What follows belongs to an exercise in optimizing a design on an open flow for small area; a production flow would make more cautious choices.
Function was checked by simulation only, so behaviour that the tests miss may differ from the original.
Power figures rest on the tool's default switching activity, not on a simulated workload. The clock port is modelled as an ideal driver; clocking choices that lean on that would not hold on a real chip.

==> module vga_color_pipe, before the edit <==
module vga_color_pipe #(
    parameter int unsigned IN_W     = 8,
    parameter int unsigned CH_W     = 4,
    parameter int unsigned BR_W     = 4,
    parameter int unsigned FADE_DIV = 2
) (
    input  logic                clk_25m,
    input  logic                rst_n,
    input  logic                valid,
    input  logic [IN_W-1:0]     screen_data,
    input  logic [1:0]          mode,
    input  logic                pal_we,
    input  logic [IN_W-1:0]     pal_addr,
    input  logic [3*CH_W-1:0]   pal_wdata,
    input  logic                frame_tick,
    input  logic                fade_start,
    input  logic                fade_dir,
    output logic [3*CH_W-1:0]   rgb,
    output logic                rgb_valid,
    output logic                fade_busy,
    output logic                fade_done
);
    localparam int unsigned RGB_W = 3 * CH_W;
    localparam int unsigned DEPTH = 1 << IN_W;
    logic             r_phase;
    logic [RGB_W-1:0] r_s1_ch;      
    logic             r_s1_valid;
    logic [15:0]      w_whi, w_wlo, w_rhi, w_rlo;
    logic [15:0]      w_whi_n, w_wlo_n;
    logic [DEPTH-1:0] w_wsel;     
    logic [DEPTH-1:0] w_wsel_n;
    logic [DEPTH-1:0] w_rsel_n;   
    logic [RGB_W-1:0] w_wcol;
    logic [RGB_W-1:0] w_word [0:DEPTH-1];
    assign w_whi_n = ~w_whi;
    assign w_wlo_n = ~w_wlo;
    always_comb begin
        for (int k = 0; k < 16; k++) begin
            w_whi[k] = pal_we && (pal_addr[7:4] == k[3:0]);
            w_wlo[k] = (pal_addr[3:0] == k[3:0]);
            w_rhi[k] = (screen_data[7:4] == k[3:0]);
            w_rlo[k] = (screen_data[3:0] == k[3:0]);
        end
        for (int i = 0; i < DEPTH; i++) begin
            w_wsel[i]   = ~(w_whi_n[i/16] | w_wlo_n[i%16]);
            w_wsel_n[i] = ~(w_whi[i/16] & w_wlo[i%16]);
            w_rsel_n[i] = ~(w_rhi[i/16] & w_rlo[i%16]);
        end
    end
    assign w_wcol = pal_wdata ^ {RGB_W{r_phase}};
    always_ff @(posedge clk_25m) begin
        r_phase <= ~r_phase;
    end
    genvar gi, gj;
    generate
        for (gi = 0; gi < DEPTH; gi++) begin : g_row
            logic [RGB_W-1:0] r_word;
            logic [RGB_W-1:0] w_next;
            for (gj = 0; gj < RGB_W; gj++) begin : g_bit
                vcp_o22ai u_wr (.a1(r_word[gj]), .a2(w_wsel[gi]),
                                .b1(w_wcol[gj]), .b2(w_wsel_n[gi]), .y(w_next[gj]));
            end
            always_ff @(posedge clk_25m) begin
                r_word <= w_next;
            end
            assign w_word[gi] = r_word;
        end
    endgenerate
    logic [RGB_W-1:0] w_l1 [0:DEPTH/2-1];
    logic [RGB_W-1:0] w_l2 [0:DEPTH/32-1];
    logic [RGB_W-1:0] w_rd_n;    
    generate
        for (gi = 0; gi < DEPTH/2; gi++) begin : g_l1
            for (gj = 0; gj < RGB_W; gj++) begin : g_bit
                vcp_o22ai u_rd (.a1(w_word[2*gi][gj]), .a2(w_rsel_n[2*gi]),
                                .b1(w_word[2*gi+1][gj]), .b2(w_rsel_n[2*gi+1]),
                                .y(w_l1[gi][gj]));
            end
        end
        for (gi = 0; gi < DEPTH/32; gi++) begin : g_l2
            for (gj = 0; gj < RGB_W; gj++) begin : g_bit
                logic [15:0] w_in;
                for (genvar gk = 0; gk < 16; gk++) begin : g_in
                    assign w_in[gk] = w_l1[16*gi+gk][gj];
                end
                vcp_or16 u_or (.a(w_in), .y(w_l2[gi][gj]));
            end
        end
        for (gj = 0; gj < RGB_W; gj++) begin : g_l3
            vcp_or8 u_or (.a({w_l2[7][gj], w_l2[6][gj], w_l2[5][gj], w_l2[4][gj],
                               w_l2[3][gj], w_l2[2][gj], w_l2[1][gj], w_l2[0][gj]}),
                           .y(w_rd_n[gj]));
        end
    endgenerate
    logic [RGB_W-1:0] w_s1_nx;
    vcp_colour u_colour (.rd_n(w_rd_n), .phase(r_phase), .d(screen_data), .mode(mode),
                         .keep(rst_n & valid), .ch(w_s1_nx));
    always_ff @(posedge clk_25m) begin
        r_s1_ch <= w_s1_nx;
    end
    always_ff @(posedge clk_25m) begin
        if (!rst_n) begin
            r_s1_valid <= 1'b0;
        end else begin
            r_s1_valid <= valid;
        end
    end
    localparam logic [1:0] IDLE = 2'd0, FADE_OUT = 2'd1, FADE_IN = 2'd2;
    logic [1:0]    r_state, w_state_nx;
    logic [BR_W:0] r_level, w_level_nx, w_target, w_step;
    logic          r_div, w_div_nx;
    logic          r_done, w_done_nx;
    function automatic logic [CH_W-1:0] scale(input logic [CH_W-1:0] c,
                                              input logic [BR_W:0]   lvl);
        logic [CH_W+BR_W:0] p;
        p = {{(BR_W+1){1'b0}}, c} * {{CH_W{1'b0}}, lvl};
        scale = p[BR_W +: CH_W];
    endfunction
    logic [11:0] w_scaled;
    vcp_scale u_s0 (.c(r_s1_ch[3:0]), .l(r_level), .y(w_scaled[3:0]));
    vcp_scale u_s1 (.c(r_s1_ch[7:4]), .l(r_level), .y(w_scaled[7:4]));
    vcp_scale u_s2 (.c(r_s1_ch[11:8]), .l(r_level), .y(w_scaled[11:8]));
    always_ff @(posedge clk_25m) begin
        if (!rst_n) begin
            rgb       <= '0;
            rgb_valid <= 1'b0;
        end else begin
            rgb_valid <= r_s1_valid;
            rgb       <= w_scaled;
        end
    end
    always_ff @(posedge clk_25m) begin
        if (!rst_n) begin
            r_state <= IDLE;
            r_level <= 5'd16;
            r_div   <= 1'b0;
            r_done  <= 1'b0;
        end else begin
            r_state <= w_state_nx;
            r_level <= w_level_nx;
            r_div   <= w_div_nx;
            r_done  <= w_done_nx;
        end
    end
    assign w_target = (r_state == FADE_IN) ? 5'd16 : 5'd0;
    assign w_step   = (r_state == FADE_IN) ? r_level + 1'b1 : r_level - 1'b1;
    always_comb begin
        w_state_nx = r_state;
        w_level_nx = r_level;
        w_div_nx   = r_div;
        w_done_nx  = 1'b0;
        if (r_state == IDLE) begin
            if (fade_start) begin
                w_state_nx = fade_dir ? FADE_IN : FADE_OUT;
                w_div_nx   = 1'b0;
            end
        end else if (frame_tick) begin
            if (r_div) begin
                w_div_nx = 1'b0;
                if (r_level == w_target) begin
                    w_state_nx = IDLE;
                    w_done_nx  = 1'b1;
                end else begin
                    w_level_nx = w_step;
                    if (w_step == w_target) begin
                        w_state_nx = IDLE;
                        w_done_nx  = 1'b1;
                    end
                end
            end else begin
                w_div_nx = 1'b1;
            end
        end
    end
    assign fade_busy = (r_state != IDLE);
    assign fade_done = r_done;
endmodule
export LEC_CHECK = 0
export CAP_MARGIN = 20
export CORE_MARGIN = 2
export CORE_UTILIZATION = 65
export CTS_CLUSTER_DIAMETER = 100
export CTS_CLUSTER_SIZE = 28
export SLEW_MARGIN = 20
export SYNTH_HIERARCHICAL = 1
export SYNTH_MINIMUM_KEEP_SIZE = 0
create_clock -name core_clock -period 10.0 [get_ports {clk_25m}]
standard.sh (not shown) runs the stock make flow with config.mk's settings and CLKGATE_MAP_FILE= SYNTH_SCRIPT=/design/flow/synth_recipe.tcl, a recipe that flattens the netlist after the stock synthesis.
==> flow/flow/run.sh <==
#!/bin/bash
# Own flow: the standard layout (standard.sh, unchanged synthesis) with
# different clock-tree and port-buffer options passed through ORFS's own
# environment hooks. Every tool's output goes to a log in this folder.
set -euo pipefail
export CTS_ARGS="-sink_clustering_enable -repair_clock_nets -dont_use_dummy_load -sink_clustering_size 28 -sink_clustering_max_diameter 100"
export BUFFER_PORTS_ARGS="-buffer_cell sky130_fd_sc_hd__buf_1"
bash standard.sh > standard_flow.log 2>&1
Edit:
--- a/flow/design.v
+++ b/flow/design.v
@@ -27,5 +27,4 @@
     logic             r_s1_valid;
     logic [15:0]      w_whi, w_wlo, w_rhi, w_rlo;
-    logic [15:0]      w_whi_n, w_wlo_n;
     logic [DEPTH-1:0] w_wsel;     
     logic [DEPTH-1:0] w_wsel_n;
@@ -33,6 +32,4 @@
     logic [RGB_W-1:0] w_wcol;
     logic [RGB_W-1:0] w_word [0:DEPTH-1];
-    assign w_whi_n = ~w_whi;
-    assign w_wlo_n = ~w_wlo;
     always_comb begin
         for (int k = 0; k < 16; k++) begin
@@ -43,5 +40,5 @@
         end
         for (int i = 0; i < DEPTH; i++) begin
-            w_wsel[i]   = ~(w_whi_n[i/16] | w_wlo_n[i%16]);
+            w_wsel[i]   = w_whi[i/16] & w_wlo[i%16];
             w_wsel_n[i] = ~(w_whi[i/16] & w_wlo[i%16]);
             w_rsel_n[i] = ~(w_rhi[i/16] & w_rlo[i%16]);
Area after synthesis is higher by 0.33%.
Via count hardly moves.
Global-route usage is higher by 0.16 points.
First-iteration DRC count is lower by 0.74%.
Utilization is lower by 0.42 points.
Worst hold slack gets worse by 0.022 ns.
Sequential share of layout area is lower by 0.13 points.
Setup slack gets worse by 0.028 ns.
Count of clock-buffer cells in the layout is unchanged.
Synthesized cell count does not change.
Sequential power hardly moves.
Total power hardly moves.

separate check: timing with driven ports:
The results above use ideal ports. As a check the final layouts listed here were re-extracted and re-timed, cells and wires unchanged. Step 1, drivers: a clkbuf_16 drives clk_25m and a buf_2 each remaining input, both assumed. Step 2 adds t to the input delays and takes it off the output delays; t is the mean of the earliest and latest rising clock arrival at the registers after step 1. Input paths then give back, and output paths get back, about the clock's delay inside the block. Three values: ideal ports, drivers, drivers and shift; two values: the first two.
run | shift t [ns] | setup WS [ns] | worst register clock-pin slew, ns | worst data-port slew with drivers (ns)
the first run | 0.869 | 3.160 / 3.159 / 2.290 | 0.11 / 0.11 | 0.12
the second run | 0.877 | 3.133 / 3.187 / 2.311 | 0.12 / 0.12 | 0.14
After both steps every run listed still meets setup and hold. The setup slack of the first run, which loses most, moves by -0.001 ns with the drivers and by -0.870 ns with both steps.
